Background: an optimization exercise with open tools, aiming at small area. Do not read the settings as production practice. Where RTL was checked, it was by simulation tests only, not by an equivalence proof against the original. The RTL of runs 2 to 4 was laid out without a check of its function. Power figures rest on the tool's default switching activity, not on a simulated workload.

**flow/design.v**
```verilog
`timescale 1ns/1ps
`default_nettype none
module selectEncode (
        input  logic [26:0]            ir,
        input  logic                   irValid,
        input  logic                   GRA,
        input  logic                   GRB,
        input  logic                   GRC,
        input  logic                   Rin,
        input  logic                   Rout,
        input  logic                   BAout,
        output logic [16-1:0]  rIn,
        output logic [16-1:0]  rOut
);
        logic [3:0]            selField;
        logic                  anyGr;
        logic [16-1:0] selOneHot;
        assign anyGr = GRA | GRB | GRC;
        assign selField = ({4{GRA}} & ir[26:23]) | ({4{GRB}} & ir[22:19]) |
                          ({4{GRC}} & ir[18:15]);
        always_comb begin
                selOneHot = '0;
                selOneHot[selField & {4{irValid}}] = anyGr;
        end
        assign rIn = selOneHot & {16{Rin}};
        always_comb begin
                rOut    = selOneHot & {16{Rout | BAout}};
                rOut[0] = selOneHot[0] & Rout & ~BAout;
        end
endmodule
`default_nettype wire
`timescale 1ns/1ps
`default_nettype none
module registerFile (
        input  logic                                   Clock,
        input  logic                                   arstN,
        input  logic [16-1:0]                  rIn,
        input  logic [32-1:0]                 busData,
        output logic [16-1:0][32-1:0] regWords,
        output logic [16-1:0]                  regValid
);
        logic [16-1:0][32-1:0] regs;
        always_ff @(posedge Clock) begin
                for (int i = 0; i < 16; i++) begin
                        if (rIn[i]) begin
                                regs[i] <= busData;
                        end
                end
        end
        always_ff @(posedge Clock or negedge arstN) begin
                if (!arstN) begin
                        regValid <= '0;
                end else begin
                        regValid <= regValid | rIn;
                end
        end
        assign regWords = regs;
endmodule
`default_nettype wire
`timescale 1ns/1ps
`default_nettype none
module aluUnit (
        input  logic                   Clock,
        input  logic                   arstN,
        input  logic                   Yin,
        input  logic                   Zin,
        input  logic                   IncPC,
        input  logic [4:0]             operation,
        input  logic [32-1:0] busData,
        output logic [32-1:0] zLowWord,
        output logic                   zHighBit,
        output logic                   zValid
);
        logic [32-1:0] yReg;
        logic                   yValid;
        logic [32-1:0] zLowReg;
        logic                   zHighReg;
        logic       useY, invB, carryIn, signHigh;
        logic       selSum, selAnd, selOr, selShr, selShl;
        logic [2:0] op3;
        assign op3      = operation[2:0];
        assign useY     = ~IncPC & ~operation[4];
        assign invB     = ~IncPC & (operation[4] | op3 == 3'b100);
        assign carryIn  = IncPC | (operation[4] ? ~operation[0] : op3 == 3'b100);
        assign signHigh = useY & (op3 == 3'b011 | op3 == 3'b100);
        assign selSum   = ~useY | op3 == 3'b011 | op3 == 3'b100;
        assign selAnd   = useY & op3 == 3'b101;
        assign selOr    = useY & op3 == 3'b110;
        assign selShr   = useY & op3 == 3'b111;
        assign selShl   = useY & op3 == 3'b001;
        logic [32-1:0] aWord, bWord;
        logic [32:0]   sumExt;
        logic [32-1:0] shrWord, shlWord;
        logic [32-1:0] result;
        logic                   signBit;
        assign aWord  = yReg & {32{useY & yValid}};
        assign bWord  = busData ^ {32{invB}};
        assign sumExt = {1'b0, aWord} + {1'b0, bWord} + {{32{1'b0}}, carryIn};
        assign signBit = aWord[32-1] ^ bWord[32-1] ^ sumExt[32];
        assign shrWord = aWord >> busData[4:0];
        assign shlWord = aWord << busData[4:0];
        assign result = ({32{selSum}} & sumExt[32-1:0]) |
                        ({32{selAnd}} & (aWord & busData)) |
                        ({32{selOr}}  & (aWord | busData)) |
                        ({32{selShr}} & shrWord) |
                        ({32{selShl}} & shlWord);
        always_ff @(posedge Clock) begin
                if (Yin) yReg <= busData;
                if (Zin) begin
                        zLowReg  <= result;
                        zHighReg <= signHigh & signBit;
                end
        end
        always_ff @(posedge Clock or negedge arstN) begin
                if (!arstN) begin
                        yValid <= 1'b0;
                        zValid <= 1'b0;
                end else begin
                        if (Yin) yValid <= 1'b1;
                        if (Zin) zValid <= 1'b1;
                end
        end
        assign zLowWord = zLowReg;
        assign zHighBit = zHighReg;
endmodule
`default_nettype wire
`timescale 1ns/1ps
`default_nettype none
module specialRegs (
        input  logic                   Clock,
        input  logic                   arstN,
        input  logic                   PCin,
        input  logic                   IRin,
        input  logic                   MARin,
        input  logic                   MDRin,
        input  logic                   Read,
        input  logic [32-1:0] memDataIn,
        input  logic [32-1:0] busData,
        output logic [26:0]            ir,
        output logic [32-1:0] marData,
        output logic [32-1:0] pcWord,
        output logic [32-1:0] mdrWord,
        output logic                   pcValid,
        output logic                   irValid,
        output logic                   mdrValid
);
        logic [32-1:0] pcReg;
        logic [26:0]            irReg;
        logic [32-1:0] marReg;
        logic [32-1:0] mdrReg;
        always_ff @(posedge Clock) begin
                if (PCin) pcReg <= busData;
                if (IRin) irReg <= busData[26:0];
                if (Read) mdrReg <= memDataIn;
                else if (MDRin) mdrReg <= busData;
        end
        always_ff @(posedge Clock or negedge arstN) begin
                if (!arstN) begin
                        marReg   <= '0;
                        pcValid  <= 1'b0;
                        irValid  <= 1'b0;
                        mdrValid <= 1'b0;
                end else begin
                        if (MARin) marReg <= busData;
                        if (PCin) pcValid <= 1'b1;
                        if (IRin) irValid <= 1'b1;
                        if (Read | MDRin) mdrValid <= 1'b1;
                end
        end
        assign ir      = irReg;
        assign marData = marReg;
        assign pcWord  = pcReg;
        assign mdrWord = mdrReg;
endmodule
`default_nettype wire
`timescale 1ns/1ps
`default_nettype none
module busEncoder (
        input  logic [16-1:0][32-1:0] regWords,
        input  logic [16-1:0]                  rOut,
        input  logic [32-1:0]                 pcWord,
        input  logic [32-1:0]                 mdrWord,
        input  logic [32-1:0]                 zLowWord,
        input  logic                                   zHighBit,
        input  logic [18:0]                            constC,
        input  logic                                   pcSel,
        input  logic                                   mdrSel,
        input  logic                                   zLowSel,
        input  logic                                   zHighSel,
        input  logic                                   cSel,
        output logic [32-1:0]                 busData
);
        logic [32-1:0] cWord;
        assign cWord = {{(32 - 19){constC[18]}}, constC};
        always_comb begin
                busData = ({32{pcSel}} & pcWord) |
                          ({32{mdrSel}} & mdrWord) |
                          ({32{zLowSel}} & zLowWord) |
                          ({32{zHighSel & zHighBit}}) |
                          ({32{cSel}} & cWord);
                for (int i = 0; i < 16; i++) begin
                        busData = busData | ({32{rOut[i]}} & regWords[i]);
                end
        end
endmodule
`default_nettype wire
`timescale 1ns/1ps
`default_nettype none
module datapath (
        input  logic                   Clock,
        input  logic                   arstN,
        input  logic                   PCout,
        input  logic                   Zlowout,
        input  logic                   ZHighout,
        input  logic                   MDRout,
        input  logic                   Cout,
        input  logic                   MARin,
        input  logic                   Zin,
        input  logic                   PCin,
        input  logic                   MDRin,
        input  logic                   IRin,
        input  logic                   Yin,
        input  logic                   IncPC,
        input  logic                   Read,
        input  logic                   GRA,
        input  logic                   GRB,
        input  logic                   GRC,
        input  logic                   Rin,
        input  logic                   Rout,
        input  logic                   BAout,
        input  logic [4:0]             operation,
        input  logic [32-1:0] memDataIn,
        output logic [32-1:0] busData,
        output logic [32-1:0] marData
);
        logic [26:0]                            irWord;
        logic [16-1:0]                  rIn;
        logic [16-1:0]                  rOut;
        logic [16-1:0][32-1:0] regWords;
        logic [16-1:0]                  regValid;
        logic [32-1:0]                 pcWord;
        logic [32-1:0]                 mdrWord;
        logic [32-1:0]                 zLowWord;
        logic                                   zHighBit;
        logic                                   pcValid, irValid, mdrValid, zValid;
        logic [32-1:0]                 busWord;    
        assign busData = busWord;
        selectEncode selectEncode_inst (
                .ir(irWord), .irValid(irValid), .GRA(GRA), .GRB(GRB), .GRC(GRC),
                .Rin(Rin), .Rout(Rout), .BAout(BAout), .rIn(rIn), .rOut(rOut)
        );
        registerFile registerFile_inst (
                .Clock(Clock), .arstN(arstN), .rIn(rIn), .busData(busWord),
                .regWords(regWords), .regValid(regValid)
        );
        aluUnit aluUnit_inst (
                .Clock(Clock), .arstN(arstN), .Yin(Yin), .Zin(Zin), .IncPC(IncPC),
                .operation(operation), .busData(busWord), .zLowWord(zLowWord),
                .zHighBit(zHighBit), .zValid(zValid)
        );
        specialRegs specialRegs_inst (
                .Clock(Clock), .arstN(arstN), .PCin(PCin), .IRin(IRin), .MARin(MARin),
                .MDRin(MDRin), .Read(Read), .memDataIn(memDataIn), .busData(busWord),
                .ir(irWord), .marData(marData), .pcWord(pcWord), .mdrWord(mdrWord),
                .pcValid(pcValid), .irValid(irValid), .mdrValid(mdrValid)
        );
        busEncoder busEncoder_inst (
                .regWords(regWords), .rOut(rOut & regValid), .pcWord(pcWord),
                .mdrWord(mdrWord), .zLowWord(zLowWord), .zHighBit(zHighBit),
                .constC(irWord[18:0]),
                .pcSel(PCout & pcValid), .mdrSel(MDRout & mdrValid),
                .zLowSel(Zlowout & zValid), .zHighSel(ZHighout & zValid),
                .cSel(Cout & irValid), .busData(busWord)
        );
endmodule
`default_nettype wire
```
**flow/run.sh**
```bash
#!/bin/bash
# synth_recipe.tcl (not shown) runs the flow's synth.tcl, then flattens the netlist and writes it again
# the make line also repeats each setting of config.mk as NAME=value (left out here)
make -C /OpenROAD-flow-scripts/flow DESIGN_CONFIG=/design/flow/config.mk WORK_HOME=/design/flow/orfs CLKGATE_MAP_FILE= SYNTH_SCRIPT=/design/flow/synth_recipe.tcl finish
```
**flow/config.mk**
```make
export PLATFORM = sky130hd
export DESIGN_NAME = datapath
export DESIGN_NICKNAME = datapath
export VERILOG_FILES = /design/flow/design.v
export SDC_FILE = /design/flow/constraint.sdc
export NUM_CORES = 4
export LEC_CHECK = 0
export CAP_MARGIN = 20
export CORE_MARGIN = 2
export CORE_UTILIZATION = 40
export SLEW_MARGIN = 20
```
**flow/constraint.sdc**
```tcl
create_clock -name core_clock -period 10.0 [get_ports {Clock}]
set_input_delay 2.0000 -clock core_clock [delete_from_list [all_inputs] [get_ports {Clock}]]
set_output_delay 2.0000 -clock core_clock [all_outputs]
set_load 0.01 [all_outputs]
```
==> impl_metrics.prom, run 1 <==
# TYPE chip_impl_metric gauge
chip_impl_metric{name="setup_violations",unit=""} 0
chip_impl_metric{name="tightestPinTransition",unit="ps"} 1120
chip_impl_metric{name="die_h",unit="microns"} 291
chip_impl_metric{name="cts_hold_buf",unit=""} 0
chip_impl_metric{name="cellLeakagePower",unit="nW"} 13.0
chip_impl_metric{name="clkTransAtPathRegs",unit="ps"} 50
chip_impl_metric{name="finalInstanceArea",unit="sq mm"} 0.0393
chip_impl_metric{name="required",unit="ps"} 8000
chip_impl_metric{name="first_pass_iters",unit=""} 6
chip_impl_metric{name="antenna_violations_before_repair",unit=""} 5
chip_impl_metric{name="yosys.cell_types.count",unit=""} 99
chip_impl_metric{name="sequential_cell_area",unit="sq mm"} 0.0214
chip_impl_metric{name="cts_setup_buffers",unit=""} 0
chip_impl_metric{name="place_congestion",unit=""} 1.02
chip_impl_metric{name="power_per_cell_area",unit="mW/mm^2"} 210
chip_impl_info{name="ys.flop_type",value="sky130_fd_sc_hd__edfxtp_1"} 1
chip_impl_metric{name="power_frac_seq",unit=""} 0.439
chip_impl_metric{name="final_cells",unit=""} 3906
chip_impl_info{name="cp-end-kind",value="output port"} 1
chip_impl_info{name="cts_root_buffer",value="sky130_fd_sc_hd__clkbuf_16"} 1
chip_impl_metric{name="io_buffers",unit=""} 120
chip_impl_metric{name="yosysWarningCount",unit=""} 5
chip_impl_metric{name="routed_wirelength",unit="microns"} 138000
chip_impl_info{name="rsz0062_at_grt",value="no"} 1
chip_impl_info{name="setup.worst_path.start",value="GRC"} 1
chip_impl_metric{name="globalRoute.totalOverflow",unit=""} 0
chip_impl_metric{name="power.ir.vdd_worst",unit="mV"} 0.146
chip_impl_info{name="source_of_the_worst_register_to_register_timing_path",value="specialRegs_inst.irReg[19]"} 1
chip_impl_metric{name="synth_mux_area_frac",unit=""} 0.0261
chip_impl_metric{name="mappedNetlistNets",unit=""} 2575
chip_impl_metric{name="netSwitchingFraction",unit=""} 0.301
chip_impl_metric{name="cts_htree_levels",unit=""} 3
chip_impl_metric{name="postSynthAreaPerCell",unit="sq um"} 13.2
chip_impl_info{name="timing.critical_path.from_type",value="primary input"} 1
chip_impl_metric{name="post_drt_wl_per_cell",unit="microns"} 35.3
chip_impl_metric{name="critical_path.max_stage_delay",unit="ps"} 730
chip_impl_metric{name="finalMaxSlewViolations",unit=""} 0
chip_impl_metric{name="cts.path.max_buffers",unit=""} 3
chip_impl_metric{name="achievable_clock_frequency",unit="GHz"} 0.109
chip_impl_metric{name="timing.critical_path.arrival",unit="ps"} 7170
chip_impl_metric{name="synth_compound_area_frac",unit=""} 0.179
chip_impl_metric{name="avgViaCountPerCell",unit=""} 6.53
chip_impl_info{name="critical_path_class",value="in -> out"} 1
chip_impl_metric{name="switching_power",unit="mW"} 2.49
chip_impl_metric{name="synth_adder_area_share",unit=""} 0.0134
chip_impl_metric{name="yosysSeqAreaShare",unit=""} 0.651
chip_impl_metric{name="detailroute.via_count",unit=""} 25520
chip_impl_metric{name="synth-xor-area-share",unit=""} 0.0149
chip_impl_info{name="status",value="complete, no violations"} 1
chip_impl_metric{name="post_dp_cell_area",unit="sq mm"} 0.0368
chip_impl_info{name="hold_path.startpoint",value="specialRegs_inst.pcValid"} 1
chip_impl_metric{name="top_level_ports",unit=""} 122
chip_impl_metric{name="part_of_the_total_power_dissipated_in_the_clock_network",unit=""} 0.347
chip_impl_metric{name="cts.sinks",unit=""} 721
chip_impl_metric{name="drt_drc_violations_left",unit=""} 0
chip_impl_metric{name="synth.ff_latch_count",unit=""} 721
chip_impl_metric{name="hold_ws",unit="ps"} 460
chip_impl_info{name="cpMaxStageDelayCell",value="sky130_fd_sc_hd__a221oi_1"} 1
chip_impl_metric{name="cell_internal_pwr",unit="mW"} 5.78
chip_impl_metric{name="die_x",unit="microns"} 291
chip_impl_metric{name="post_route_cells_drive_above_1_share",unit=""} 0.174
chip_impl_metric{name="maxCapViolCount",unit=""} 0
chip_impl_metric{name="final.fill_count",unit=""} 7186
chip_impl_metric{name="initial_detailed_routing_violation_count",unit=""} 3614
chip_impl_metric{name="clock_buffer_count_from_cts",unit=""} 77
chip_impl_metric{name="post_cts_resize_count",unit=""} 0
chip_impl_metric{name="finalWorstPathRequiredPeriod",unit="ps"} 9170
chip_impl_metric{name="syn_to_final_growth",unit="%"} 19.8
chip_impl_metric{name="grt_max_degree",unit=""} 56
chip_impl_metric{name="share_comb_of_total_power",unit=""} 0.214
chip_impl_metric{name="vias_in_the_first_global_route",unit=""} 24303
chip_impl_metric{name="gr-usage-all-layers",unit=""} 0.321
chip_impl_metric{name="multiInputGateArea",unit="sq mm"} 0.0108
chip_impl_metric{name="die_area",unit="sq mm"} 0.0844
chip_impl_metric{name="placed_cells",unit=""} 3760
chip_impl_info{name="hp-class",value="reg -> reg"} 1
chip_impl_metric{name="dpl.hpwl",unit="microns"} 96000
chip_impl_metric{name="remaining_max_slew_budget_at_the_tightest_pin",unit=""} 0.256
chip_impl_metric{name="tns",unit="ps"} 0
chip_impl_metric{name="clock_insertion_delay_at_the_later_pin_of_the_skew_report",unit="ps"} 660
chip_impl_info{name="dominant_combinational_cell_family_by_area_after_synthesis",value="compound AO/OA/AOI/OAI gates"} 1
chip_impl_metric{name="finClkSkew",unit="ps"} 52.6
chip_impl_metric{name="critical_path_peak_fanout",unit=""} 13
chip_impl_metric{name="synth-simple-area-share",unit=""} 0.0905
chip_impl_metric{name="drtAntennaViolNets",unit=""} 0
chip_impl_metric{name="postSynthCellCount",unit=""} 2483
chip_impl_metric{name="grt_first_pass_wirelength",unit="microns"} 191000
chip_impl_metric{name="fp.coreArea",unit="sq mm"} 0.0817
chip_impl_info{name="crit_path_cell_trace",value="clkdlybuf4s50_1 -> a222oi_1 -> nor2_1 -> inv_1 -> ha_1 -> o21a_1 -> and3_1 -> o211a_1 -> buf_4 -> buf_4 -> a221oi_1 -> nand4_1 -> clkdlybuf4s50_1"} 1
chip_impl_metric{name="number_of_enable_type_register_cells_in_the_synthesized_netlist",unit=""} 668
chip_impl_metric{name="fin_crit_sh",unit=""} 0.917
chip_impl_info{name="tritoncts",value="done"} 1
chip_impl_metric{name="initial_core_util",unit=""} 0.402
chip_impl_metric{name="core.rowCount",unit=""} 105
chip_impl_metric{name="fin_nets",unit=""} 2862
chip_impl_metric{name="synth_area",unit="sq mm"} 0.0329
chip_impl_metric{name="synthArstFlopShare",unit=""} 0.0735
chip_impl_metric{name="finalHoldViolCount",unit=""} 0
-- metrics by stage --
| stage | power (mW) | worst slack [ps] | util |
|---|---|---|---|
| 6_report | 8.27 | 830 | 0.481 |
| 5_1_grt | 8.50 | 790 | 0.481 |
| 4_1_cts | 8.25 | 950 | 0.481 |
| 3_5_place_dp | 5.41 | 490 | 0.450 |
| 3_3_place_gp | 5.40 | 528 | 0.450 |
| 2_1_floorplan | 4.53 | 994 | - |
-- sequential cells by signal, summed over array words and instances, names as in the netlist, 16 cells and up --
register and flops:
registerFile_inst.regs 512, aluUnit_inst.yReg 32, aluUnit_inst.zLowReg 32, specialRegs_inst.marReg 32, specialRegs_inst.mdrReg 32, specialRegs_inst.pcReg 32
specialRegs_inst.irReg 27, registerFile_inst.regValid 16
-- power groups by stage --
stage                     clock network (mW)  logic [mW]  registers (mW)
after global routing                    3.02        1.84            3.64
after floorplan                            0       0.859            3.67
after detailed placement                   0        1.73            3.69
final                                   2.87        1.77            3.63
after CTS                               2.89        1.73            3.63
after global placement                     0        1.72            3.68
-- routing by layer --
layer / global-route usage / share of wire / up-vias
li1: - / - / 10637
met1: 0.451 / 0.40 / 12958
met2: 0.492 / 0.45 / 1664
met3: 0.0590 / 0.099 / 257
met4: 0.133 / 0.045 / 4
met5: 0 / 0.00019 / -
-- synth_stat cells, drive strengths merged (7+ instances only) --
master	instances	area, sq um
edfxtp	668	20100
nand2	200	751
a22oi	166	1250
nor2	139	529
o21ai	102	514
clkbuf	96	360
o22ai	79	519
nand3	76	385
a21oi	73	369
mux2	59	664
a221oi	54	490
dfrtp	53	1330
buf	51	284
inv	48	180
xnor2	47	412
a222oi	38	380
nand4	36	225
ha	32	400
nor3	32	181
a22o	27	236
a211oi	25	188
o221ai	25	219
or2	24	150
o211ai	20	150
mux2i	19	194
o2111ai	18	181
and3	17	106
a31oi	16	106
or3	16	100
a21boi	14	113
a21o	13	97.6
a221o	13	130
a32oi	13	114
nor4	13	93.8
and2	12	75.1
nand2b	10	62.6
o21a	10	75.1
nor2b	9	56.3
xor2	9	78.8
o2111a	8	91.3
o22a	8	70.1
a2bb2oi	7	61.3
and4	7	61.3
or4	7	52.6
-- kinds of logic (layout without fill, tap and decap cells) --
logic type / Yosys count / count (layout)
xor+xnor: 56 / 56
compound gates: 782 / 782
fa+ha+maj: 34 / 34
other cells: 0 / 3
simple gates: 615 / 615
mux: 78 / 78
flops: 721 / 721
buf+inv: 197 / 547
-- critical path, delay by kind of cell --
family / cells / cell delay [ps]
compound gates: 4 / 1570
buf+inv: 5 / 1900
fa+ha+maj: 1 / 410
simple gates: 3 / 1280
-- layout by cell type (no fill, tap or decap), types with 15 or more instances in the layout --
cell                              count
sky130_fd_sc_hd__mux2_2              59
sky130_fd_sc_hd__a221oi_1            53
sky130_fd_sc_hd__a31oi_1             15
sky130_fd_sc_hd__a222oi_1            38
sky130_fd_sc_hd__clkbuf_16           77
sky130_fd_sc_hd__nor3_1              28
sky130_fd_sc_hd__nand4_1             36
sky130_fd_sc_hd__o211ai_1            20
sky130_fd_sc_hd__clkdlybuf4s50_1    115
sky130_fd_sc_hd__nor2_4              16
sky130_fd_sc_hd__or2_2               21
sky130_fd_sc_hd__buf_4              226
sky130_fd_sc_hd__edfxtp_1           668
sky130_fd_sc_hd__mux2i_1             18
sky130_fd_sc_hd__o21ai_0             80
sky130_fd_sc_hd__a22o_1              27
sky130_fd_sc_hd__a22oi_1            166
sky130_fd_sc_hd__nand3_1             75
sky130_fd_sc_hd__ha_1                32
sky130_fd_sc_hd__clkbuf_1            27
sky130_fd_sc_hd__and3_1              16
sky130_fd_sc_hd__o22ai_1             75
sky130_fd_sc_hd__a21oi_1             71
sky130_fd_sc_hd__inv_1               44
sky130_fd_sc_hd__or3_1               16
sky130_fd_sc_hd__nor2_1             123
sky130_fd_sc_hd__o2111ai_1           16
sky130_fd_sc_hd__xnor2_1             47
sky130_fd_sc_hd__nand2_1            200
sky130_fd_sc_hd__o21ai_1             21
sky130_fd_sc_hd__dfrtp_1             53
sky130_fd_sc_hd__o221ai_1            25
sky130_fd_sc_hd__a211oi_1            25
-- final cells by class --
cell class,instances,share of cell area
diodes,3,0.000191
clock buffers,105,0.0519
clock inverters,37,0.0128
inverters,50,0.00480
multi-input cells,1565,0.275
flip-flops and latches,721,0.544
well taps,1070,0.0340
repair buffers,355,0.0776
-- worst paths after layout --
path	to	slack (ps)	cells after the start
worst max-delay path	busData[23]	830	13
worst min-delay path	specialRegs_inst.pcValid	460	1
worst max register to register	aluUnit_inst.zHighReg	2600	24
worst min register to register	specialRegs_inst.pcValid	460	1
max in group asynchronous	registerFile_inst.regValid[15]	7780	2
min in group asynchronous	specialRegs_inst.marReg[5]	1550	2
==> run 2: changes to the inputs <==
--- a/flow/design.v
+++ b/flow/design.v
@@ -12,16 +12,16 @@
         output logic [16-1:0]  rIn,
         output logic [16-1:0]  rOut
 );
-        logic [3:0]            selField;
-        logic                  anyGr;
-        logic [16-1:0] selOneHot;
-        assign anyGr = GRA | GRB | GRC;
-        assign selField = ({4{GRA}} & ir[26:23]) | ({4{GRB}} & ir[22:19]) |
-                          ({4{GRC}} & ir[18:15]);
-        always_comb begin
-                selOneHot = '0;
-                selOneHot[selField & {4{irValid}}] = anyGr;
-        end
+        logic [16-1:0] decA, decB, decC, selOneHot;
+        always_comb begin
+                for (int i = 0; i < 16; i++) begin
+                        decA[i] = (irValid ? ir[26:23] : 4'd0) == i[3:0];
+                        decB[i] = (irValid ? ir[22:19] : 4'd0) == i[3:0];
+                        decC[i] = (irValid ? ir[18:15] : 4'd0) == i[3:0];
+                end
+        end
+        assign selOneHot = ({16{GRA}} & decA) | ({16{GRB}} & decB) |
+                           ({16{GRC}} & decC);
         assign rIn = selOneHot & {16{Rin}};
         always_comb begin
                 rOut    = selOneHot & {16{Rout | BAout}};
@@ -95,10 +95,47 @@
         logic                   signBit;
         assign aWord  = yReg & {32{useY & yValid}};
         assign bWord  = busData ^ {32{invB}};
-        assign sumExt = {1'b0, aWord} + {1'b0, bWord} + {{32{1'b0}}, carryIn};
+        localparam int B1 = 11;
+        localparam int B2 = 22;
+        logic [32:0]   rippleCarry;    
+        logic [32-1:0] sum0;           
+        logic [32-1:0] allOnes;        
+        logic                   blockCarry1, blockCarry2, carryOut;
+        always_comb begin
+                for (int i = 0; i < 32; i++) begin
+                        logic cIn;
+                        cIn = (i == 0) ? carryIn : (i == B1 || i == B2) ? 1'b0 : rippleCarry[i];
+                        sum0[i]          = aWord[i] ^ bWord[i] ^ cIn;
+                        rippleCarry[i+1] = (aWord[i] & bWord[i]) | (cIn & (aWord[i] ^ bWord[i]));
+                        allOnes[i]       = (i == 0 || i == B1 || i == B2) ? 1'b1 : allOnes[i-1] & sum0[i-1];
+                end
+        end
+        assign blockCarry1 = rippleCarry[B1];
+        assign blockCarry2 = rippleCarry[B2] | (blockCarry1 & allOnes[B2-1] & sum0[B2-1]);
+        assign carryOut    = rippleCarry[32] |
+                             (blockCarry2 & allOnes[32-1] & sum0[32-1]);
+        always_comb begin
+                for (int i = 0; i < 32; i++) begin
+                        if (i < B1)      sumExt[i] = sum0[i];
+                        else if (i < B2) sumExt[i] = sum0[i] ^ (blockCarry1 & allOnes[i]);
+                        else             sumExt[i] = sum0[i] ^ (blockCarry2 & allOnes[i]);
+                end
+                sumExt[32] = carryOut;
+        end
         assign signBit = aWord[32-1] ^ bWord[32-1] ^ sumExt[32];
-        assign shrWord = aWord >> busData[4:0];
-        assign shlWord = aWord << busData[4:0];
+        logic [32-1:0] shiftIn, shiftOut;
+        always_comb begin
+                for (int i = 0; i < 32; i++) begin
+                        shiftIn[i] = selShl ? aWord[32-1-i] : aWord[i];
+                end
+        end
+        assign shiftOut = shiftIn >> busData[4:0];
+        always_comb begin
+                for (int i = 0; i < 32; i++) begin
+                        shrWord[i] = shiftOut[i];
+                        shlWord[i] = shiftOut[32-1-i];
+                end
+        end
         assign result = ({32{selSum}} & sumExt[32-1:0]) |
                         ({32{selAnd}} & (aWord & busData)) |
                         ({32{selOr}}  & (aWord | busData)) |
==> run 2 against run 1 <==
  * Now fails the layout checks on negative setup slack
  * Clock skew is 8.8 ps lower
  * Register-to-register slack worse by 2100 ps
  * Final area is 1.2% lower
  * Sequential power is 3% lower
  * Via count is 12% lower
  * Utilization is 1.2 points higher
  * Critical path type is now in -> reg
==> impl_metrics.prom, run 2 <==
# TYPE chip_impl_metric gauge
chip_impl_info{name="status",value="complete, but fails checks"} 1
chip_impl_info{name="violatedChecks",value="negative setup slack"} 1
chip_impl_info{name="cpMaxStageDelayCell",value="sky130_fd_sc_hd__nor4bb_1"} 1
chip_impl_metric{name="post_route_cells_drive_above_1_share",unit=""} 0.245
chip_impl_metric{name="detailroute.via_count",unit=""} 22417
chip_impl_metric{name="clock_insertion_delay_at_the_later_pin_of_the_skew_report",unit="ps"} 670
chip_impl_metric{name="drt_drc_violations_left",unit=""} 0
chip_impl_metric{name="syn_to_final_growth",unit="%"} 22.4
chip_impl_metric{name="timing.critical_path.arrival",unit="ps"} 10610
chip_impl_metric{name="yosys.cell_types.count",unit=""} 77
chip_impl_metric{name="synthArstFlopShare",unit=""} 0.0735
chip_impl_metric{name="io_buffers",unit=""} 120
chip_impl_metric{name="postSynthCellCount",unit=""} 2174
chip_impl_info{name="r2r-end",value="aluUnit_inst.zLowReg[26]"} 1
chip_impl_metric{name="cts.path.max_buffers",unit=""} 3
chip_impl_metric{name="postSynthAreaPerCell",unit="sq um"} 14.6
chip_impl_info{name="final_common_cell",value="sky130_fd_sc_hd__edfxtp_1"} 1
chip_impl_metric{name="finalWorstPathRequiredPeriod",unit="ps"} 10230
chip_impl_metric{name="placed_cells",unit=""} 3445
chip_impl_metric{name="post_dp_cell_area",unit="sq mm"} 0.0358
chip_impl_info{name="final_cell_mix",value="sky130_fd_sc_hd__edfxtp_1, sky130_fd_sc_hd__buf_4, sky130_fd_sc_hd__nand2_1"} 1
chip_impl_metric{name="drtAntennaViolNets",unit=""} 0
chip_impl_metric{name="finalMaxSlewViolations",unit=""} 0
chip_impl_metric{name="cts.sinks",unit=""} 721
chip_impl_metric{name="mappedNetlistNets",unit=""} 2269
chip_impl_info{name="critical-path-top-cell-by-count",value="sky130_fd_sc_hd__fa_2"} 1
chip_impl_metric{name="yosysWarningCount",unit=""} 5
chip_impl_metric{name="synth_area",unit="sq mm"} 0.0318
chip_impl_metric{name="avgViaCountPerCell",unit=""} 6.22
chip_impl_metric{name="finClkSkew",unit="ps"} 43.8
chip_impl_metric{name="yosysSeqAreaShare",unit=""} 0.673
chip_impl_info{name="critical_path_class",value="in -> reg"} 1
chip_impl_metric{name="die_area",unit="sq mm"} 0.0817
chip_impl_metric{name="power.ir.vdd_worst",unit="mV"} 0.131
chip_impl_metric{name="power_per_cell_area",unit="mW/mm^2"} 195
chip_impl_metric{name="cellLeakagePower",unit="nW"} 12.8
chip_impl_info{name="tritoncts",value="done"} 1
chip_impl_metric{name="setup_ws",unit="ps"} -226
chip_impl_metric{name="register_to_register_setup_slack",unit="ps"} 480
chip_impl_metric{name="vias_in_the_first_global_route",unit=""} 21629
chip_impl_info{name="post_synth_most_frequent_cells",value="sky130_fd_sc_hd__edfxtp_1, sky130_fd_sc_hd__nand2_1, sky130_fd_sc_hd__a22oi_1, sky130_fd_sc_hd__clkbuf_1, sky130_fd_sc_hd__mux2_2"} 1
chip_impl_metric{name="synth.ff_latch_count",unit=""} 721
chip_impl_metric{name="setup_violations",unit=""} 9
chip_impl_info{name="source_of_the_worst_register_to_register_timing_path",value="specialRegs_inst.irValid"} 1
chip_impl_metric{name="cts_htree_levels",unit=""} 3
chip_impl_metric{name="largest_register_ff_count",unit=""} 512
chip_impl_info{name="timing.critical_path.from_type",value="primary input"} 1
chip_impl_metric{name="final.fill_count",unit=""} 6737
chip_impl_metric{name="tightestPinTransition",unit="ps"} 1050
chip_impl_info{name="ys.flop_type",value="sky130_fd_sc_hd__edfxtp_1"} 1
chip_impl_metric{name="initial_detailed_routing_violation_count",unit=""} 2997
chip_impl_metric{name="required",unit="ps"} 10380
chip_impl_info{name="timing.critical_path.to",value="aluUnit_inst.zLowReg[26]"} 1
chip_impl_metric{name="die_x",unit="microns"} 286
chip_impl_metric{name="fp.coreArea",unit="sq mm"} 0.0787
chip_impl_metric{name="hold-path-cell-count",unit=""} 1
chip_impl_metric{name="finalInstanceArea",unit="sq mm"} 0.0389
chip_impl_info{name="cts_root_buffer",value="sky130_fd_sc_hd__clkbuf_16"} 1
chip_impl_metric{name="gr-usage-all-layers",unit=""} 0.286
chip_impl_info{name="rsz0062_at_grt",value="yes"} 1
chip_impl_metric{name="die_h",unit="microns"} 286
chip_impl_metric{name="grt_first_pass_wirelength",unit="microns"} 166000
chip_impl_metric{name="critical_path.max_stage_delay",unit="ps"} 580
chip_impl_metric{name="final_cells",unit=""} 3606
chip_impl_metric{name="remaining_max_slew_budget_at_the_tightest_pin",unit=""} 0.297
chip_impl_info{name="synthMostInstantiatedCell",value="sky130_fd_sc_hd__edfxtp_1"} 1
chip_impl_metric{name="final_core_utilization",unit=""} 0.494
chip_impl_metric{name="place_congestion",unit=""} 1.00
chip_impl_metric{name="first_pass_iters",unit=""} 8
chip_impl_metric{name="routed_wirelength",unit="microns"} 118000
chip_impl_metric{name="critical_path_peak_fanout",unit=""} 3
chip_impl_info{name="setup.worst_path.start",value="GRA"} 1
chip_impl_metric{name="dpl.hpwl",unit="microns"} 77600
chip_impl_metric{name="globalRoute.totalOverflow",unit=""} 0
chip_impl_metric{name="clock_buffer_count_from_cts",unit=""} 78
chip_impl_info{name="cp-end-kind",value="flop"} 1
chip_impl_metric{name="finalHoldViolCount",unit=""} 0
chip_impl_info{name="hp-class",value="reg -> reg"} 1
chip_impl_metric{name="top_level_ports",unit=""} 122
chip_impl_info{name="post_synth_main_area_contributors",value="sky130_fd_sc_hd__edfxtp_1, sky130_fd_sc_hd__dfrtp_1, sky130_fd_sc_hd__mux2_2"} 1
chip_impl_info{name="synth_largest_area_cell",value="sky130_fd_sc_hd__edfxtp_1"} 1
chip_impl_metric{name="antenna_violations_before_repair",unit=""} 3
chip_impl_metric{name="number_of_enable_type_register_cells_in_the_synthesized_netlist",unit=""} 668
chip_impl_metric{name="core.rowCount",unit=""} 103
chip_impl_metric{name="length_in_cells_of_the_worst_reg_to_reg_path",unit=""} 36
chip_impl_metric{name="achievable_clock_frequency",unit="GHz"} 0.0978
chip_impl_metric{name="initial_core_util",unit=""} 0.403
chip_impl_metric{name="clkTransAtPathRegs",unit="ps"} 60
chip_impl_metric{name="fin_crit_sh",unit=""} 1.02
chip_impl_metric{name="tns",unit="ps"} -1390
chip_impl_metric{name="total_power",unit="mW"} 7.58
chip_impl_metric{name="fin_nets",unit=""} 2586
chip_impl_metric{name="maxCapViolCount",unit=""} 0
chip_impl_info{name="largest-register",value="registerFile_inst.regs"} 1
chip_impl_metric{name="post_drt_wl_per_cell",unit="microns"} 32.8
chip_impl_metric{name="grt_max_degree",unit=""} 54
chip_impl_metric{name="cts_hold_buf",unit=""} 0
chip_impl_metric{name="synth_top_cell_area_share",unit=""} 0.632
[run 2: cell types whose count changed after synthesis, sizes merged, moves of 17 or more]
cell,change
a211o,+28
a22o,+33
a22oi,-33
fa,+28
ha,-25
inv,-25
mux2,+33
mux2i,+28
nand3,-42
nor2,-88
nor3,-17
o21ai,-53
o22ai,-55
[run 2: report_power, final]
group	internal (mW)	leakage [nW]	switching, mW
logic	0.466	5.40	0.688
clock network	1.67	1.27	1.25
registers	3.44	6.14	0.0664
[run 2: critical path, delay by kind of cell]
kind	cells	cell delay, ps
adder cells (fa/ha/maj)	12	4160
AO/OA/AOI/OAI	5	1140
buffers and inverters	5	680
AND/OR/NAND/NOR	13	2330
XOR/XNOR	2	300
[run 2: worst min path at each step]
stage / start / end / slack [ps]
floorplan: specialRegs_inst.mdrValid / specialRegs_inst.mdrValid / 420
global placement: specialRegs_inst.mdrValid / specialRegs_inst.mdrValid / 440
detailed placement: specialRegs_inst.mdrValid / specialRegs_inst.mdrValid / 440
CTS: specialRegs_inst.mdrValid / specialRegs_inst.mdrValid / 460
global route: registerFile_inst.regValid[15] / registerFile_inst.regValid[15] / 480
finish: specialRegs_inst.mdrValid / specialRegs_inst.mdrValid / 460
[run 2: cell families after synthesis]
| group | count (synthesis) | share of synthesized area |
|---|---|---|
| buffers and inverters | 158 | 0.0209 |
| DFF | 721 | 0.673 |
| AOI/OAI and AO/OA | 588 | 0.145 |
| and+or+nand+nor | 482 | 0.0779 |
| muxes | 139 | 0.0479 |
| xor gates and xnor gates | 49 | 0.0135 |
| adders and majority gates | 37 | 0.0217 |
[run 2: what timing repair did]
action / CTS / global route
resized for setup: 44 / 41
buffers inserted: 7 / 9
pin swaps: 22 / 32
setup endpoints to repair: 11 / 11
hold endpoints to repair: 0 / 0
[run 2: cell type report]
class / instances / area [sq um] / share of cell area
Tap cell: 1050 / 1310 / 0.0338
Clock buffer: 98 / 2070 / 0.0532
Timing Repair Buffer: 370 / 3090 / 0.0795
Antenna cell: 2 / 5.00 / 0.000129
Inverter: 25 / 108 / 0.00277
Sequential cell: 721 / 21400 / 0.550
Clock inverter: 45 / 541 / 0.0139
Multi-Input combinational cell: 1295 / 10400 / 0.267
[run 2: routing by layer]
metal / up-vias / wire (microns) / global-route usage
met2: 1240 / 55200 / 0.456
met3: 184 / 10300 / 0.0502
met1: 11578 / 48500 / 0.395
met4: 0 / 4350 / 0.103
met5: - / 0 / 0
li1: 9415 / - / -
[run 2: through the flow]
stage,worst slack [ps],hold WS (ps)
global route,-429,479
finish,-226,460
global placement,-1360,443
detailed placement,-1350,442
floorplan,-264,425
CTS,-195,459
==> run 3: changes to the inputs <==
--- a/flow/config.mk
+++ b/flow/config.mk
@@ -5,7 +5,8 @@
 export SDC_FILE = /design/flow/constraint.sdc
 export NUM_CORES = 4
 export LEC_CHECK = 0
-export CAP_MARGIN = 20
+export CAP_MARGIN = 0
 export CORE_MARGIN = 2
 export CORE_UTILIZATION = 40
-export SLEW_MARGIN = 20
+export CTS_BUF_LIST = sky130_fd_sc_hd__clkbuf_4 sky130_fd_sc_hd__clkbuf_8
+export SLEW_MARGIN = 0
==> run 3 against run 2 <==
  * The layout still fails its checks (negative setup slack)
  * Critical path depth grew 3
  * Via count up 1.2%
  * Flip-flop and latch count stayed put
  * Synthesized area unchanged
  * Final area fell by 0.49%
  * Fmax up 0.85%
  * Synthesized cell count is the same
  * Utilization is 0.24 points lower
  * Clock-buffer cell count rose by 67
  * Clock skew up 10 ps
  * Non-clock buffer count up 2
  * Die area unchanged
  * Largest cell class unchanged
  * Largest power group unchanged
==> impl_metrics.prom, run 3 <==
# TYPE chip_impl_metric gauge
chip_impl_metric{name="postSynthCellCount",unit=""} 2174
chip_impl_info{name="violatedChecks",value="negative setup slack"} 1
chip_impl_metric{name="required",unit="ps"} 10440
chip_impl_metric{name="achievable_clock_frequency",unit="GHz"} 0.0986
chip_impl_metric{name="synth_top_cell_area_share",unit=""} 0.632
chip_impl_metric{name="length_in_cells_of_the_worst_reg_to_reg_path",unit=""} 40
chip_impl_metric{name="maxCapViolCount",unit=""} 0
chip_impl_metric{name="syn_to_final_growth",unit="%"} 21.8
chip_impl_metric{name="fp.coreArea",unit="sq mm"} 0.0787
chip_impl_metric{name="post_route_cells_drive_above_1_share",unit=""} 0.263
chip_impl_metric{name="setup_violations",unit=""} 8
chip_impl_info{name="rsz0062_at_grt",value="yes"} 1
chip_impl_info{name="cp-end-kind",value="flop"} 1
chip_impl_info{name="setup.worst_path.start",value="GRC"} 1
chip_impl_info{name="synthMostInstantiatedCell",value="sky130_fd_sc_hd__edfxtp_1"} 1
chip_impl_metric{name="finalMaxSlewViolations",unit=""} 0
chip_impl_info{name="critical_path_class",value="in -> reg"} 1
chip_impl_metric{name="tightestPinTransition",unit="ps"} 1100
chip_impl_info{name="largest-register",value="registerFile_inst.regs"} 1
chip_impl_metric{name="top_level_ports",unit=""} 122
chip_impl_metric{name="die_area",unit="sq mm"} 0.0817
chip_impl_metric{name="grt_first_pass_wirelength",unit="microns"} 167000
chip_impl_metric{name="finalWorstPathRequiredPeriod",unit="ps"} 10140
chip_impl_info{name="cpMaxStageDelayCell",value="sky130_fd_sc_hd__fa_2"} 1
chip_impl_metric{name="cts.path.max_buffers",unit=""} 3
chip_impl_metric{name="fin_nets",unit=""} 2626
chip_impl_info{name="tritoncts",value="done"} 1
chip_impl_metric{name="cellLeakagePower",unit="nW"} 12.8
chip_impl_metric{name="synth_area",unit="sq mm"} 0.0318
chip_impl_info{name="cts_root_buffer",value="sky130_fd_sc_hd__clkbuf_8"} 1
chip_impl_metric{name="post_dp_cell_area",unit="sq mm"} 0.0358
chip_impl_metric{name="critical_path_peak_fanout",unit=""} 4
chip_impl_metric{name="mappedNetlistNets",unit=""} 2269
chip_impl_metric{name="finalInstanceArea",unit="sq mm"} 0.0387
chip_impl_metric{name="core.rowCount",unit=""} 103
chip_impl_metric{name="power_per_cell_area",unit="mW/mm^2"} 190
chip_impl_metric{name="cts_hold_buf",unit=""} 0
chip_impl_metric{name="avgViaCountPerCell",unit=""} 6.15
chip_impl_metric{name="number_of_enable_type_register_cells_in_the_synthesized_netlist",unit=""} 668
chip_impl_info{name="post_synth_most_frequent_cells",value="sky130_fd_sc_hd__edfxtp_1, sky130_fd_sc_hd__nand2_1, sky130_fd_sc_hd__a22oi_1, sky130_fd_sc_hd__clkbuf_1, sky130_fd_sc_hd__mux2_2"} 1
chip_impl_metric{name="die_x",unit="microns"} 286
chip_impl_metric{name="cts_htree_levels",unit=""} 3
chip_impl_metric{name="initial_detailed_routing_violation_count",unit=""} 2930
chip_impl_metric{name="clock_buffer_count_from_cts",unit=""} 116
chip_impl_info{name="final_common_cell",value="sky130_fd_sc_hd__edfxtp_1"} 1
chip_impl_info{name="final_cell_mix",value="sky130_fd_sc_hd__edfxtp_1, sky130_fd_sc_hd__buf_4, sky130_fd_sc_hd__nand2_1"} 1
chip_impl_metric{name="finalHoldViolCount",unit=""} 0
chip_impl_metric{name="yosysSeqAreaShare",unit=""} 0.673
chip_impl_metric{name="dpl.hpwl",unit="microns"} 77600
chip_impl_metric{name="finClkSkew",unit="ps"} 54.2
chip_impl_metric{name="initial_core_util",unit=""} 0.403
chip_impl_metric{name="yosysWarningCount",unit=""} 5
chip_impl_metric{name="final_core_utilization",unit=""} 0.491
chip_impl_metric{name="register_to_register_setup_slack",unit="ps"} 530
chip_impl_metric{name="total_power",unit="mW"} 7.33
chip_impl_metric{name="largest_register_ff_count",unit=""} 512
chip_impl_metric{name="grt_max_degree",unit=""} 54
chip_impl_info{name="r2r-end",value="aluUnit_inst.zLowReg[31]"} 1
chip_impl_metric{name="setup_ws",unit="ps"} -139
chip_impl_metric{name="yosys.cell_types.count",unit=""} 77
chip_impl_metric{name="critical_path.max_stage_delay",unit="ps"} 400
chip_impl_info{name="ys.flop_type",value="sky130_fd_sc_hd__edfxtp_1"} 1
chip_impl_metric{name="drtAntennaViolNets",unit=""} 0
chip_impl_metric{name="clkTransAtPathRegs",unit="ps"} 60
chip_impl_metric{name="timing.critical_path.arrival",unit="ps"} 10580
chip_impl_metric{name="synth.ff_latch_count",unit=""} 721
chip_impl_metric{name="remaining_max_slew_budget_at_the_tightest_pin",unit=""} 0.268
chip_impl_metric{name="globalRoute.totalOverflow",unit=""} 0
chip_impl_metric{name="tns",unit="ps"} -557
chip_impl_info{name="timing.critical_path.from_type",value="primary input"} 1
chip_impl_info{name="synth_largest_area_cell",value="sky130_fd_sc_hd__edfxtp_1"} 1
chip_impl_metric{name="io_buffers",unit=""} 120
chip_impl_metric{name="power.ir.vdd_worst",unit="mV"} 0.115
chip_impl_metric{name="first_pass_iters",unit=""} 10
chip_impl_metric{name="place_congestion",unit=""} 1.00
chip_impl_info{name="critical-path-top-cell-by-count",value="sky130_fd_sc_hd__fa_2"} 1
chip_impl_metric{name="cts.sinks",unit=""} 721
chip_impl_info{name="post_synth_main_area_contributors",value="sky130_fd_sc_hd__edfxtp_1, sky130_fd_sc_hd__dfrtp_1, sky130_fd_sc_hd__mux2_2"} 1
chip_impl_info{name="status",value="complete, but fails checks"} 1
chip_impl_info{name="hp-class",value="reg -> reg"} 1
chip_impl_metric{name="hold_ws",unit="ps"} 460
chip_impl_info{name="timing.critical_path.to",value="aluUnit_inst.zLowReg[31]"} 1
chip_impl_metric{name="post_drt_wl_per_cell",unit="microns"} 32.2
chip_impl_metric{name="routed_wirelength",unit="microns"} 119000
chip_impl_metric{name="vias_in_the_first_global_route",unit=""} 21991
chip_impl_metric{name="postSynthAreaPerCell",unit="sq um"} 14.6
chip_impl_metric{name="synthArstFlopShare",unit=""} 0.0735
chip_impl_metric{name="detailroute.via_count",unit=""} 22695
chip_impl_metric{name="fin_crit_sh",unit=""} 1.01
chip_impl_metric{name="antenna_violations_before_repair",unit=""} 5
chip_impl_metric{name="clock_insertion_delay_at_the_later_pin_of_the_skew_report",unit="ps"} 760
chip_impl_metric{name="gr-usage-all-layers",unit=""} 0.288
chip_impl_metric{name="drt_drc_violations_left",unit=""} 0
chip_impl_info{name="source_of_the_worst_register_to_register_timing_path",value="specialRegs_inst.irValid"} 1
chip_impl_metric{name="die_h",unit="microns"} 286
run 3: cell counts after synthesis:
Identical to the previous run, type by type.
run 3: metal layers:
| layer | up-vias | global-route usage | wire (microns) |
|---|---|---|---|
| met2 | 1232 | 0.463 | 56000 |
| met5 | - | 0 | 0 |
| met1 | 11738 | 0.395 | 48600 |
| li1 | 9533 | - | - |
| met3 | 192 | 0.0541 | 10400 |
| met4 | 0 | 0.0940 | 3920 |
run 3: timing repair:
action / 4_1_cts / 5_1_grt
gates resized for setup: 46 / 20
setup endpoints to repair: 11 / 10
pin swaps: 19 / 23
endpoints found under the hold margin: 0 / 0
setup buffers: 8 / 11
run 3: how the worst min path moves through the flow:
stage,slack [ps],end,startpoint,cells past startpoint
after global placement,440,specialRegs_inst.mdrValid,specialRegs_inst.mdrValid,1
final,460,specialRegs_inst.mdrValid,specialRegs_inst.mdrValid,1
after CTS,460,specialRegs_inst.mdrValid,specialRegs_inst.mdrValid,1
after global routing,480,registerFile_inst.regValid[15],registerFile_inst.regValid[15],1
after floorplan,420,specialRegs_inst.mdrValid,specialRegs_inst.mdrValid,1
after detailed placement,440,specialRegs_inst.mdrValid,specialRegs_inst.mdrValid,1
run 3: area by class of cell:
type                    instances  area [sq um]
diodes                          6          15.0
clock buffers                 165          2020
clock inverters                54           440
fillers                      6765         40100
inverters                      25           108
multi-input cells            1295         10300
flip-flops and latches        721         21400
well taps                    1050          1310
repair buffers                372          3100
run 3: report_power, final:
part	internal, mW	switching [mW]	total, mW
clock	1.45	1.23	2.67
sequential	3.44	0.0661	3.51
combinational	0.461	0.690	1.15
run 3: worst max-delay path, delay by kind of cell:
family	cells	cell delay, ps
compound gates	7	1440
fa+ha+maj	13	4430
buf+inv	3	440
xor+xnor	1	80
simple gates	16	2160
run 3: cell families (layout without fill, tap and decap cells):
group	Yosys count	in the layout	synth area share
adder cells (fa/ha/maj)	37	37	0.0217
AND/OR/NAND/NOR	482	482	0.0779
multiplexers	139	139	0.0479
XOR/XNOR	49	49	0.0135
flip-flops	721	721	0.673
AO/OA/AOI/OAI	588	588	0.145
other	0	6	0
buffers and inverters	158	616	0.0209
run 3: through the flow:
| stage | worst slack (ps) | cells |
|---|---|---|
| 2_1_floorplan | -264 | 2174 |
| 3_3_place_gp | -1360 | 3445 |
| 3_5_place_dp | -1350 | 3445 |
| 4_1_cts | -3.51 | 3671 |
| 5_1_grt | -287 | 3683 |
| 6_report | -139 | 3688 |
==> run 4: changes to the inputs <==
--- a/flow/design.v
+++ b/flow/design.v
@@ -95,32 +95,34 @@
         logic                   signBit;
         assign aWord  = yReg & {32{useY & yValid}};
         assign bWord  = busData ^ {32{invB}};
-        localparam int B1 = 11;
-        localparam int B2 = 22;
+        localparam int BlockBits = 8;
+        localparam int Blocks    = 32 / BlockBits;
         logic [32:0]   rippleCarry;    
         logic [32-1:0] sum0;           
         logic [32-1:0] allOnes;        
-        logic                   blockCarry1, blockCarry2, carryOut;
+        logic [Blocks:0]        blockCarry;     
         always_comb begin
                 for (int i = 0; i < 32; i++) begin
                         logic cIn;
-                        cIn = (i == 0) ? carryIn : (i == B1 || i == B2) ? 1'b0 : rippleCarry[i];
+                        if (i == 0)                 cIn = carryIn;
+                        else if (i % BlockBits == 0) cIn = 1'b0;
+                        else                         cIn = rippleCarry[i];
                         sum0[i]          = aWord[i] ^ bWord[i] ^ cIn;
                         rippleCarry[i+1] = (aWord[i] & bWord[i]) | (cIn & (aWord[i] ^ bWord[i]));
-                        allOnes[i]       = (i == 0 || i == B1 || i == B2) ? 1'b1 : allOnes[i-1] & sum0[i-1];
+                        if (i % BlockBits == 0) allOnes[i] = 1'b1;
+                        else                    allOnes[i] = allOnes[i-1] & sum0[i-1];
+                end
+                blockCarry[0] = 1'b0;
+                for (int k = 0; k < Blocks; k++) begin
+                        int top;
+                        top = (k + 1) * BlockBits - 1;
+                        blockCarry[k+1] = rippleCarry[top+1] |
+                                          (blockCarry[k] & allOnes[top] & sum0[top]);
                 end
-        end
-        assign blockCarry1 = rippleCarry[B1];
-        assign blockCarry2 = rippleCarry[B2] | (blockCarry1 & allOnes[B2-1] & sum0[B2-1]);
-        assign carryOut    = rippleCarry[32] |
-                             (blockCarry2 & allOnes[32-1] & sum0[32-1]);
-        always_comb begin
                 for (int i = 0; i < 32; i++) begin
-                        if (i < B1)      sumExt[i] = sum0[i];
-                        else if (i < B2) sumExt[i] = sum0[i] ^ (blockCarry1 & allOnes[i]);
-                        else             sumExt[i] = sum0[i] ^ (blockCarry2 & allOnes[i]);
+                        sumExt[i] = sum0[i] ^ (blockCarry[i / BlockBits] & allOnes[i]);
                 end
-                sumExt[32] = carryOut;
+                sumExt[32] = blockCarry[Blocks];
         end
         assign signBit = aWord[32-1] ^ bWord[32-1] ^ sumExt[32];
         logic [32-1:0] shiftIn, shiftOut;
==> flow/config.mk (replaced) <==
export PLATFORM = sky130hd
export DESIGN_NAME = datapath
export DESIGN_NICKNAME = datapath
export VERILOG_FILES = /design/flow/design.v
export SDC_FILE = /design/flow/constraint.sdc
export NUM_CORES = 4
export LEC_CHECK = 0
export CAP_MARGIN = 20
export CORE_MARGIN = 2
export CORE_UTILIZATION = 60
export CTS_CLUSTER_SIZE = 30
export GPL_TIMING_DRIVEN = 0
export SLEW_MARGIN = 20
==> run 4 against run 3 <==
  * Still fails the layout checks on negative setup slack
  * Fmax decreased by 7.8%
  * Register-to-register slack got worse by 1100 ps
  * Via count increased by 11%
  * Utilization increased by 25 points
  * Critical path depth decreased by 9
  * Largest cell class unchanged
  * Highest routed layer is now met5
  * Clock-buffer cell count decreased by 78
  * Sequential power about the same
  * Combinational power about the same
  * Clock power increased by 8.6%
  * Synthesized cell count increased by 2.2%
==> impl_metrics.prom, run 4 <==
# TYPE chip_impl_metric gauge
chip_impl_info{name="timing.critical_path.from_type",value="primary input"} 1
chip_impl_metric{name="vias_in_the_first_global_route",unit=""} 24336
chip_impl_info{name="setup.worst_path.start",value="MDRout"} 1
chip_impl_metric{name="finalWorstPathRequiredPeriod",unit="ps"} 11000
chip_impl_metric{name="number_of_enable_type_register_cells_in_the_synthesized_netlist",unit=""} 668
chip_impl_metric{name="die_area",unit="sq mm"} 0.0550
chip_impl_metric{name="globalRoute.totalOverflow",unit=""} 0
chip_impl_metric{name="power.ir.vdd_worst",unit="mV"} 0.151
chip_impl_metric{name="clkTransAtPathRegs",unit="ps"} 60
chip_impl_metric{name="grt_first_pass_wirelength",unit="microns"} 177000
chip_impl_info{name="critical_path_class",value="in -> reg"} 1
chip_impl_metric{name="clock_insertion_delay_at_the_later_pin_of_the_skew_report",unit="ps"} 650
chip_impl_metric{name="fin_nets",unit=""} 2612
chip_impl_info{name="cpMaxStageDelayCell",value="sky130_fd_sc_hd__a222oi_1"} 1
chip_impl_metric{name="detailroute.via_count",unit=""} 25173
chip_impl_info{name="rsz0062_at_grt",value="yes"} 1
chip_impl_metric{name="finalMaxSlewViolations",unit=""} 0
chip_impl_metric{name="antenna_violations_before_repair",unit=""} 7
chip_impl_metric{name="io_buffers",unit=""} 117
chip_impl_metric{name="remaining_max_slew_budget_at_the_tightest_pin",unit=""} 0.179
chip_impl_metric{name="cellLeakagePower",unit="nW"} 12.8
chip_impl_metric{name="critical_path.max_stage_delay",unit="ps"} 770
chip_impl_metric{name="setup_ws",unit="ps"} -999
chip_impl_info{name="synthMostInstantiatedCell",value="sky130_fd_sc_hd__edfxtp_1"} 1
chip_impl_metric{name="critical_path_peak_fanout",unit=""} 10
chip_impl_metric{name="first_pass_iters",unit=""} 7
chip_impl_metric{name="top_level_ports",unit=""} 122
chip_impl_info{name="cp-end-kind",value="flop"} 1
chip_impl_metric{name="die_h",unit="microns"} 235
chip_impl_metric{name="cts.path.max_buffers",unit=""} 3
chip_impl_metric{name="synth.ff_latch_count",unit=""} 721
chip_impl_metric{name="required",unit="ps"} 10330
chip_impl_metric{name="place_congestion",unit=""} 1.04
chip_impl_metric{name="cts_htree_levels",unit=""} 3
chip_impl_metric{name="largest_register_ff_count",unit=""} 512
chip_impl_metric{name="initial_core_util",unit=""} 0.607
chip_impl_metric{name="tightestPinTransition",unit="ps"} 1230
chip_impl_info{name="status",value="complete, but fails checks"} 1
chip_impl_metric{name="core.rowCount",unit=""} 84
chip_impl_metric{name="synthArstFlopShare",unit=""} 0.0735
chip_impl_info{name="final_common_cell",value="sky130_fd_sc_hd__edfxtp_1"} 1
chip_impl_metric{name="fin_crit_sh",unit=""} 1.10
chip_impl_metric{name="achievable_clock_frequency",unit="GHz"} 0.0909
chip_impl_metric{name="routed_wirelength",unit="microns"} 128000
chip_impl_info{name="largest-register",value="registerFile_inst.regs"} 1
chip_impl_metric{name="avgViaCountPerCell",unit=""} 7.71
chip_impl_metric{name="postSynthCellCount",unit=""} 2222
chip_impl_metric{name="yosysSeqAreaShare",unit=""} 0.670
chip_impl_metric{name="drtAntennaViolNets",unit=""} 0
chip_impl_info{name="final_cell_mix",value="sky130_fd_sc_hd__edfxtp_1, sky130_fd_sc_hd__nand2_1, sky130_fd_sc_hd__a22oi_1"} 1
chip_impl_metric{name="finalHoldViolCount",unit=""} 0
chip_impl_info{name="post_synth_main_area_contributors",value="sky130_fd_sc_hd__edfxtp_1, sky130_fd_sc_hd__dfrtp_1, sky130_fd_sc_hd__a22oi_1"} 1
chip_impl_metric{name="cts.sinks",unit=""} 721
chip_impl_metric{name="syn_to_final_growth",unit="%"} 21.5
chip_impl_info{name="tritoncts",value="done"} 1
chip_impl_metric{name="postSynthAreaPerCell",unit="sq um"} 14.4
chip_impl_info{name="violatedChecks",value="negative setup slack"} 1
chip_impl_info{name="critical-path-top-cell-by-count",value="sky130_fd_sc_hd__fa_2"} 1
chip_impl_info{name="hp-class",value="reg -> reg"} 1
chip_impl_metric{name="synth_top_cell_area_share",unit=""} 0.629
chip_impl_metric{name="clock_buffer_count_from_cts",unit=""} 74
chip_impl_metric{name="power_per_cell_area",unit="mW/mm^2"} 195
chip_impl_metric{name="gr-usage-all-layers",unit=""} 0.453
chip_impl_metric{name="post_route_cells_drive_above_1_share",unit=""} 0.212
chip_impl_info{name="synth_largest_area_cell",value="sky130_fd_sc_hd__edfxtp_1"} 1
chip_impl_info{name="hold_path.startpoint",value="registerFile_inst.regValid[0]"} 1
chip_impl_metric{name="timing.critical_path.arrival",unit="ps"} 11330
chip_impl_metric{name="total_power",unit="mW"} 7.57
chip_impl_metric{name="maxCapViolCount",unit=""} 0
chip_impl_metric{name="hold_ws",unit="ps"} 459
chip_impl_metric{name="mappedNetlistNets",unit=""} 2319
chip_impl_info{name="ys.flop_type",value="sky130_fd_sc_hd__edfxtp_1"} 1
chip_impl_metric{name="post_drt_wl_per_cell",unit="microns"} 39.3
chip_impl_metric{name="synth_area",unit="sq mm"} 0.0319
chip_impl_metric{name="dpl.hpwl",unit="microns"} 78400
chip_impl_metric{name="yosysWarningCount",unit=""} 5
chip_impl_metric{name="setup_violations",unit=""} 5
chip_impl_metric{name="die_x",unit="microns"} 235
chip_impl_metric{name="initial_detailed_routing_violation_count",unit=""} 5009
chip_impl_info{name="cts_root_buffer",value="sky130_fd_sc_hd__clkbuf_16"} 1
chip_impl_info{name="post_synth_most_frequent_cells",value="sky130_fd_sc_hd__edfxtp_1, sky130_fd_sc_hd__nand2_1, sky130_fd_sc_hd__a22oi_1, sky130_fd_sc_hd__clkbuf_1, sky130_fd_sc_hd__a221oi_1"} 1
chip_impl_metric{name="drt_drc_violations_left",unit=""} 0
chip_impl_metric{name="fp.coreArea",unit="sq mm"} 0.0526
chip_impl_metric{name="finClkSkew",unit="ps"} 34.1
chip_impl_metric{name="yosys.cell_types.count",unit=""} 81
chip_impl_metric{name="grt_max_degree",unit=""} 43
chip_impl_info{name="source_of_the_worst_register_to_register_timing_path",value="specialRegs_inst.irReg[15]"} 1
[run 4: changes by cell type after synthesis, moves of 10 or more]
cell | previous run | this run
sky130_fd_sc_hd__o21ai_0 | 49 | 31
sky130_fd_sc_hd__a21oi_1 | 62 | 51
sky130_fd_sc_hd__nor2_1 | 50 | 66
sky130_fd_sc_hd__mux2_2 | 92 | 74
sky130_fd_sc_hd__a22oi_1 | 133 | 143
sky130_fd_sc_hd__a221oi_1 | 69 | 86
[run 4: area by class of cell]
| cell class | count | area, sq um |
|---|---|---|
| Sequential cell | 721 | 21400 |
| Antenna cell | 6 | 15.0 |
| Timing Repair Buffer | 217 | 2250 |
| Multi-Input combinational cell | 1338 | 10600 |
| Clock inverter | 46 | 515 |
| Clock buffer | 87 | 1980 |
| Tap cell | 688 | 861 |
| Buffer | 139 | 1100 |
| Fill cell | 3046 | 13800 |
| Inverter | 24 | 98.8 |
[run 4: worst paths after layout]
kind,end,slack (ps),cells after the start
worst min register to register,registerFile_inst.regValid[0],460,1
max in group asynchronous,specialRegs_inst.marReg[29],8220,2
worst max register to register,aluUnit_inst.zLowReg[31],-540,33
min in group asynchronous,registerFile_inst.regValid[11],1210,1
worst min-delay path,registerFile_inst.regValid[0],460,1
worst max-delay path,aluUnit_inst.zLowReg[31],-1000,31
[run 4: stage by stage]
stage	instances	util	instance area (sq um)	worst slack [ps]	TNS (ps)
after global placement	3027	0.650	34200	-3450	-39100
after CTS	3227	0.729	38300	-817	-2420
after detailed placement	3045	0.660	34700	-3550	-43630
after global routing	3260	0.738	38800	-1090	-3090
final	3266	0.738	38800	-999	-2560
after floorplan	2222	-	32100	4.73	0
[run 4: worst max-delay path, delay by kind of cell]
kind                     cells  cell delay [ps]
buffers and inverters        3             1010
adder cells (fa/ha/maj)     10             3490
AND/OR/NAND/NOR             12             2290
XOR/XNOR                     1              180
AO/OA/AOI/OAI                5             2290
[run 4: kinds of logic (layout without fill, tap and decap cells)]
logic type / after synthesis / in the layout / share of synthesized area
adder cells (fa/ha/maj): 39 / 39 / 0.0221
other: 0 / 6 / 0
buffers and inverters: 167 / 513 / 0.0209
multiplexers: 124 / 124 / 0.0421
AND/OR/NAND/NOR: 506 / 506 / 0.0791
XOR/XNOR: 50 / 50 / 0.0137
AO/OA/AOI/OAI: 615 / 619 / 0.152
flip-flops: 721 / 721 / 0.670
[run 4: layer usage]
metal,vias to the layer above,part of all wire,GRT usage
met5,-,0.00010,0
met4,2,0.069,0.258
met3,620,0.16,0.144
met2,2894,0.44,0.675
met1,12043,0.33,0.590
li1,9614,-,-
[run 4: report_power, final]
part | switching, mW | internal [mW] | leakage, nW
clock | 1.25 | 1.65 | 1.21
combinational | 0.723 | 0.440 | 5.47
sequential | 0.0607 | 3.44 | 6.15
[run 4: what timing repair did]
action,4_1_cts,5_1_grt
buffers inserted,46,38
setup endpoints to repair,22,8
gates resized for setup,202,90
gates cloned,5,3
hold buffers,0,0
pin swaps,42,41

## static timing again, ports no longer ideal
Ports are ideal in the flow. The routed layouts listed here were re-timed in OpenROAD.
Step 1 assumes that a clkbuf_16 drives the clock port and a buf_2 every other input.
Step 2 also shifts input and output timing later by t, the mid clock arrival at the registers, as if the neighbouring blocks saw the same clock.
Three values: no drivers, after step 1, after step 2; two values: the first two.
| run | t (ns) | slack for setup (ns) | worst slew at a driven data input, ns |
|---|---|---|---|
| run 1 | 0.709 | 0.830 / 0.805 / 0.458 | 0.08 |
| run 2 | 0.711 | -0.226 / -0.213 / -0.924 | 0.07 |
| run 3 | 0.803 | -0.139 / -0.112 / -0.915 | 0.07 |
| run 4 | 0.698 | -0.999 / -0.959 / -1.657 | 0.09 |
For run 3, which loses most, drivers alone change the setup slack by +0.027 ns; drivers and shift together by -0.776 ns.
